What follows belongs to an exercise in optimizing a design on an open flow for small area; a production flow would make more cautious choices.
Only simulation tests tie the RTL to the original design; equivalence was not proved.
Power is estimated from default activity; no workload was simulated.

==> inputs of v6 <==
==> flow/design.v <==
module axi_lite_template #(
  parameter int C_DATA_WIDTH = 32,
  parameter int C_ADDR_WIDTH = 32
) (
  input  logic                      clk,
  input  logic                      rst,
  input  logic [C_ADDR_WIDTH-1:0]   awaddr,
  input  logic [2:0]                awprot,
  input  logic                      awvalid,
  output logic                      awready,
  input  logic [C_DATA_WIDTH-1:0]   wdata,
  input  logic [C_DATA_WIDTH/8-1:0] wstrb,
  input  logic                      wvalid,
  output logic                      wready,
  output logic [1:0]                bresp,
  output logic                      bvalid,
  input  logic                      bready,
  input  logic [C_ADDR_WIDTH-1:0]   araddr,
  input  logic [2:0]                arprot,
  input  logic                      arvalid,
  output logic                      arready,
  output logic [C_DATA_WIDTH-1:0]   rdata,
  output logic [1:0]                rresp,
  output logic                      rvalid,
  input  logic                      rready
);
  localparam int STRB_W = C_DATA_WIDTH / 8;
  localparam int N_REGS = 32;
  localparam logic [1:0] RESP_OKAY = 2'b00;
  logic [C_DATA_WIDTH-1:0] regs [N_REGS];
  logic                    aw_held;
  logic                    w_held;
  logic [4:0]              aw_idx;
  logic [C_DATA_WIDTH-1:0] w_data;
  logic [STRB_W-1:0]       w_strb;
  logic aw_hs, w_hs, ar_hs;
  logic commit, b_done, r_done;
  logic aw_held_nxt, w_held_nxt, bvalid_nxt, rvalid_nxt;
  logic unused_inputs;
  assign unused_inputs = ^{awprot, arprot, awaddr, araddr};
  always_comb begin
    aw_hs       = awvalid & awready;
    w_hs        = wvalid & wready;
    ar_hs       = arvalid & arready;
    commit      = aw_held & w_held & ~bvalid;
    b_done      = bvalid & bready;
    r_done      = rvalid & rready;
    aw_held_nxt = aw_held;
    w_held_nxt  = w_held;
    bvalid_nxt  = bvalid;
    rvalid_nxt  = rvalid;
    if (aw_hs)  aw_held_nxt = 1'b1;
    if (w_hs)   w_held_nxt  = 1'b1;
    if (commit) bvalid_nxt  = 1'b1;
    if (b_done) begin
      bvalid_nxt  = 1'b0;
      aw_held_nxt = 1'b0;
      w_held_nxt  = 1'b0;
    end
    if (ar_hs)       rvalid_nxt = 1'b1;
    else if (r_done) rvalid_nxt = 1'b0;
  end
  always_ff @(posedge clk) begin
    if (rst) begin
      aw_held <= 1'b0;
      w_held  <= 1'b0;
      aw_idx  <= '0;
      w_data  <= '0;
      w_strb  <= '0;
      awready <= 1'b0;
      wready  <= 1'b0;
      bvalid  <= 1'b0;
      bresp   <= RESP_OKAY;
      arready <= 1'b0;
      rvalid  <= 1'b0;
      rresp   <= RESP_OKAY;
      rdata   <= '0;
      for (int i = 0; i < N_REGS; i++) regs[i] <= '0;
    end else begin
      aw_held <= aw_held_nxt;
      w_held  <= w_held_nxt;
      bvalid  <= bvalid_nxt;
      rvalid  <= rvalid_nxt;
      awready <= ~aw_held_nxt & ~bvalid_nxt;
      wready  <= ~w_held_nxt & ~bvalid_nxt;
      arready <= ~rvalid_nxt;
      bresp   <= RESP_OKAY;
      rresp   <= RESP_OKAY;
      if (aw_hs) aw_idx <= awaddr[6:2];
      if (w_hs) begin
        w_data <= wdata;
        w_strb <= wstrb;
      end
      if (commit) begin
        for (int b = 0; b < STRB_W; b++) begin
          if (w_strb[b]) regs[aw_idx][8*b +: 8] <= w_data[8*b +: 8];
        end
      end
      if (ar_hs) rdata <= regs[araddr[6:2]];
    end
  end
endmodule
==> flow/run.sh <==
#!/bin/bash
# synth_recipe.tcl (not shown) runs the flow's synth.tcl, then flattens the netlist and writes it again
# the make line also repeats each setting of config.mk as NAME=value (left out here)
make -C /OpenROAD-flow-scripts/flow DESIGN_CONFIG=/design/flow/config.mk WORK_HOME=/design/flow/orfs CLKGATE_MAP_FILE= SYNTH_SCRIPT=/design/flow/synth_recipe.tcl finish
==> flow/config.mk <==
export PLATFORM = sky130hd
export DESIGN_NAME = axi_lite_template
export DESIGN_NICKNAME = axi_lite_template
export VERILOG_FILES = /design/flow/design.v
export SDC_FILE = /design/flow/constraint.sdc
export NUM_CORES = 4
export LEC_CHECK = 0
export CAP_MARGIN = 20
export CORE_MARGIN = 2
export CORE_UTILIZATION = 40
export SLEW_MARGIN = 20
==> flow/constraint.sdc <==
create_clock -name core_clock -period 5.0 [get_ports {clk}]
set_input_delay 1.0000 -clock core_clock [delete_from_list [all_inputs] [get_ports {clk}]]
set_output_delay 1.0000 -clock core_clock [all_outputs]
set_load 0.01 [all_outputs]
==> inputs of v35, as changes to v6 <==
==> flow/design.v (replaced) <==
module axi_lite_template #(
  parameter int C_DATA_WIDTH = 32,
  parameter int C_ADDR_WIDTH = 32
) (
  input  logic                      clk,
  input  logic                      rst,
  input  logic [C_ADDR_WIDTH-1:0]   awaddr,
  input  logic [2:0]                awprot,
  input  logic                      awvalid,
  output logic                      awready,
  input  logic [C_DATA_WIDTH-1:0]   wdata,
  input  logic [C_DATA_WIDTH/8-1:0] wstrb,
  input  logic                      wvalid,
  output logic                      wready,
  output logic [1:0]                bresp,
  output logic                      bvalid,
  input  logic                      bready,
  input  logic [C_ADDR_WIDTH-1:0]   araddr,
  input  logic [2:0]                arprot,
  input  logic                      arvalid,
  output logic                      arready,
  output logic [C_DATA_WIDTH-1:0]   rdata,
  output logic [1:0]                rresp,
  output logic                      rvalid,
  input  logic                      rready
);
  localparam int STRB_W = C_DATA_WIDTH / 8;
  localparam int N_REGS = 32;
  logic [C_DATA_WIDTH-1:0] regs [N_REGS];
  logic [4:0]              aw_idx;
  logic [C_DATA_WIDTH-1:0] w_data;
  logic [STRB_W-1:0]       w_strb;
  logic unused_inputs;
  assign unused_inputs = ^{awprot, arprot, awaddr, araddr};
  assign bresp = 2'b00;
  assign rresp = 2'b00;
  logic post_rst, aw_held, w_held;
  assign post_rst = ~arready & ~rvalid;
  assign aw_held  = ~awready & ~post_rst;
  assign w_held   = ~wready & ~post_rst;
  logic aw_hs, w_hs, ar_hs, commit, b_done;
  assign aw_hs  = awvalid & awready;
  assign w_hs   = wvalid & wready;
  assign ar_hs  = arvalid & arready;
  assign commit = aw_held & w_held & ~bvalid;
  assign b_done = bvalid & bready;
  always_ff @(posedge clk) begin
    if (rst) begin
      awready <= 1'b0;
      wready  <= 1'b0;
      arready <= 1'b0;
      bvalid  <= 1'b0;
      rvalid  <= 1'b0;
    end else begin
      awready <= b_done | ~(aw_held | aw_hs);
      wready  <= b_done | ~(w_held | w_hs);
      bvalid  <= commit | (bvalid & ~bready);
      rvalid  <= ar_hs | (rvalid & ~rready);
      arready <= ~ar_hs & (~rvalid | rready);
    end
  end
  always_ff @(posedge clk) begin
    if (aw_hs) aw_idx <= awaddr[6:2];
    if (w_hs) begin
      w_data <= wdata;
      w_strb <= wstrb;
    end
  end
  localparam int PORT_STEP = 3;
  logic [4:0]                          t;
  logic [N_REGS-1:0][C_DATA_WIDTH-1:0] slot_d;
  logic [N_REGS-1:0]                   slot_v;
  logic                                pending;
  logic [4:0]        wpos;
  logic              wr_go, wr_now;
  logic [N_REGS-1:0] wr_here;
  always_comb begin
    wpos  = aw_idx + t;
    wr_go = commit | pending;
    for (int k = 0; k < N_REGS; k++)
      wr_here[k] = (k % PORT_STEP == 0) && wr_go && (wpos == 5'(k - 1));
    wr_now = |wr_here;
  end
  always_ff @(posedge clk) begin
    if (rst) begin
      t       <= '0;
      pending <= 1'b0;
      slot_v  <= '0;
    end else begin
      t       <= t + 5'd1;
      pending <= wr_go & ~wr_now;
      for (int k = 0; k < N_REGS; k++)
        slot_v[k] <= slot_v[(k + N_REGS - 1) % N_REGS] | wr_here[k];
    end
  end
  for (genvar k = 0; k < N_REGS; k++) begin : g_slot
    localparam int PREV = (k + N_REGS - 1) % N_REGS;
    if (k % PORT_STEP == 0) begin : g_port
      for (genvar b = 0; b < STRB_W; b++) begin : g_byte
        always_ff @(posedge clk) begin
          if (wr_here[k] & w_strb[b])
            slot_d[k][8*b +: 8] <= w_data[8*b +: 8];
          else if (wr_here[k] & ~slot_v[PREV])
            slot_d[k][8*b +: 8] <= '0;
          else
            slot_d[k][8*b +: 8] <= slot_d[PREV][8*b +: 8];
        end
      end
    end else begin : g_shift
      always_ff @(posedge clk) slot_d[k] <= slot_d[PREV];
    end
  end
  logic [4:0]              rpos;
  logic [N_REGS-1:0]       rd_sel;
  logic [C_DATA_WIDTH-1:0] rd_raw, rd_val;
  logic                    rd_v, byp;
  always_comb begin
    rpos = araddr[6:2] + t;
    for (int r = 0; r < N_REGS; r++) rd_sel[r] = (rpos == r[4:0]);
  end
  for (genvar i = 0; i < C_DATA_WIDTH; i++) begin : g_rd
    logic [N_REGS-1:0] col;
    for (genvar k = 0; k < N_REGS; k++) begin : g_col
      assign col[k] = slot_d[k][i];
    end
    axi_lite_rd_bit u_bit (.d(col), .s(rd_sel), .y(rd_raw[i]));
  end
  axi_lite_rd_bit u_vbit (.d(slot_v), .s(rd_sel), .y(rd_v));
  always_comb begin
    byp = pending & (araddr[6:2] == aw_idx);
    for (int b = 0; b < STRB_W; b++)
      rd_val[8*b +: 8] = (byp & w_strb[b]) ? w_data[8*b +: 8] : (rd_raw[8*b +: 8] & {8{rd_v}});
  end
  always_ff @(posedge clk) begin
    if (ar_hs) rdata <= rd_val;
  end
endmodule
module axi_lite_aoi222 (
  input  logic a0, b0, a1, b1, a2, b2,
  output logic y
);
  assign y = ~((a0 & b0) | (a1 & b1) | (a2 & b2));
endmodule
module axi_lite_aoi22 (
  input  logic a0, b0, a1, b1,
  output logic y
);
  assign y = ~((a0 & b0) | (a1 & b1));
endmodule
module axi_lite_rd_bit (
  input  logic [31:0] d,
  input  logic [31:0] s,
  output logic        y
);
  logic [10:0] n;
  for (genvar g = 0; g < 10; g++) begin : g_t
    axi_lite_aoi222 u_t (
      .a0(d[3*g]),   .b0(s[3*g]),
      .a1(d[3*g+1]), .b1(s[3*g+1]),
      .a2(d[3*g+2]), .b2(s[3*g+2]),
      .y(n[g])
    );
  end
  axi_lite_aoi22 u_l (.a0(d[30]), .b0(s[30]), .a1(d[31]), .b1(s[31]), .y(n[10]));
  assign y = ~&n;
endmodule
- SYNTH_HIERARCHICAL: unset -> 1
==> comparison table <==
metric	v6	v35
Total design power	0.02057 W	0.02034 W
Initial antenna violation count	4	1
Area occupied by multi-input gates	0.01708 mm^2	0.01009 mm^2
Worst reg2reg path startpoint	bvalid$_SDFF_PP0_	aw_idx[0]$_DFFE_PP_
Proportion of layout cells with a drive suffix above 1	9.424%	13.35%
Share of power burned in registers	51.0%	52.1%
Result of the run	timing/DRC/antenna clean	timing/DRC/antenna clean
Hold Slack	459.7 ps	334.0 ps
DRT iter0 DRCs	2945	4262
Layout Cell Area excl Fill	0.05718 mm^2	0.04085 mm^2
Setup slack, reg-to-reg	2020 ps	630 ps
Global Route met3 Usage	2.575%	5.916%
Post-synthesis mux area share	10.09%	0.9714%
Number of buffers inserted during clock tree synthesis	116	110

## port drivers added, routing unchanged
No port has a modelled driver above. Below, the same layouts with a new extraction and two added sets of constraints. Step 1: set_driving_cell puts a clkbuf_16 on clk and a buf_2 on each other input, an assumption about the parent block. Step 2 moves the port delays by t, midway between the first and last clock arrival at a register: inputs arrive t later, outputs are due t later. That takes back most of the time a late clock gives input paths. Slacks: ideal ports / drivers / drivers and shift; pairs: ideal ports / drivers.
run | shift t [ns] | setup slack, ns | latest minus earliest clock arrival (ns)
v6 | 0.778 | 1.801 / 1.825 / 1.047 | 0.032 / 0.033
v35 | 0.737 | 0.462 / 0.495 / -0.242 | 0.034 / 0.034
With both steps, setup timing fails in v35, where it was met with ideal ports. For v6, which loses most, drivers alone change the setup slack by +0.024 ns; drivers and shift together by -0.754 ns.
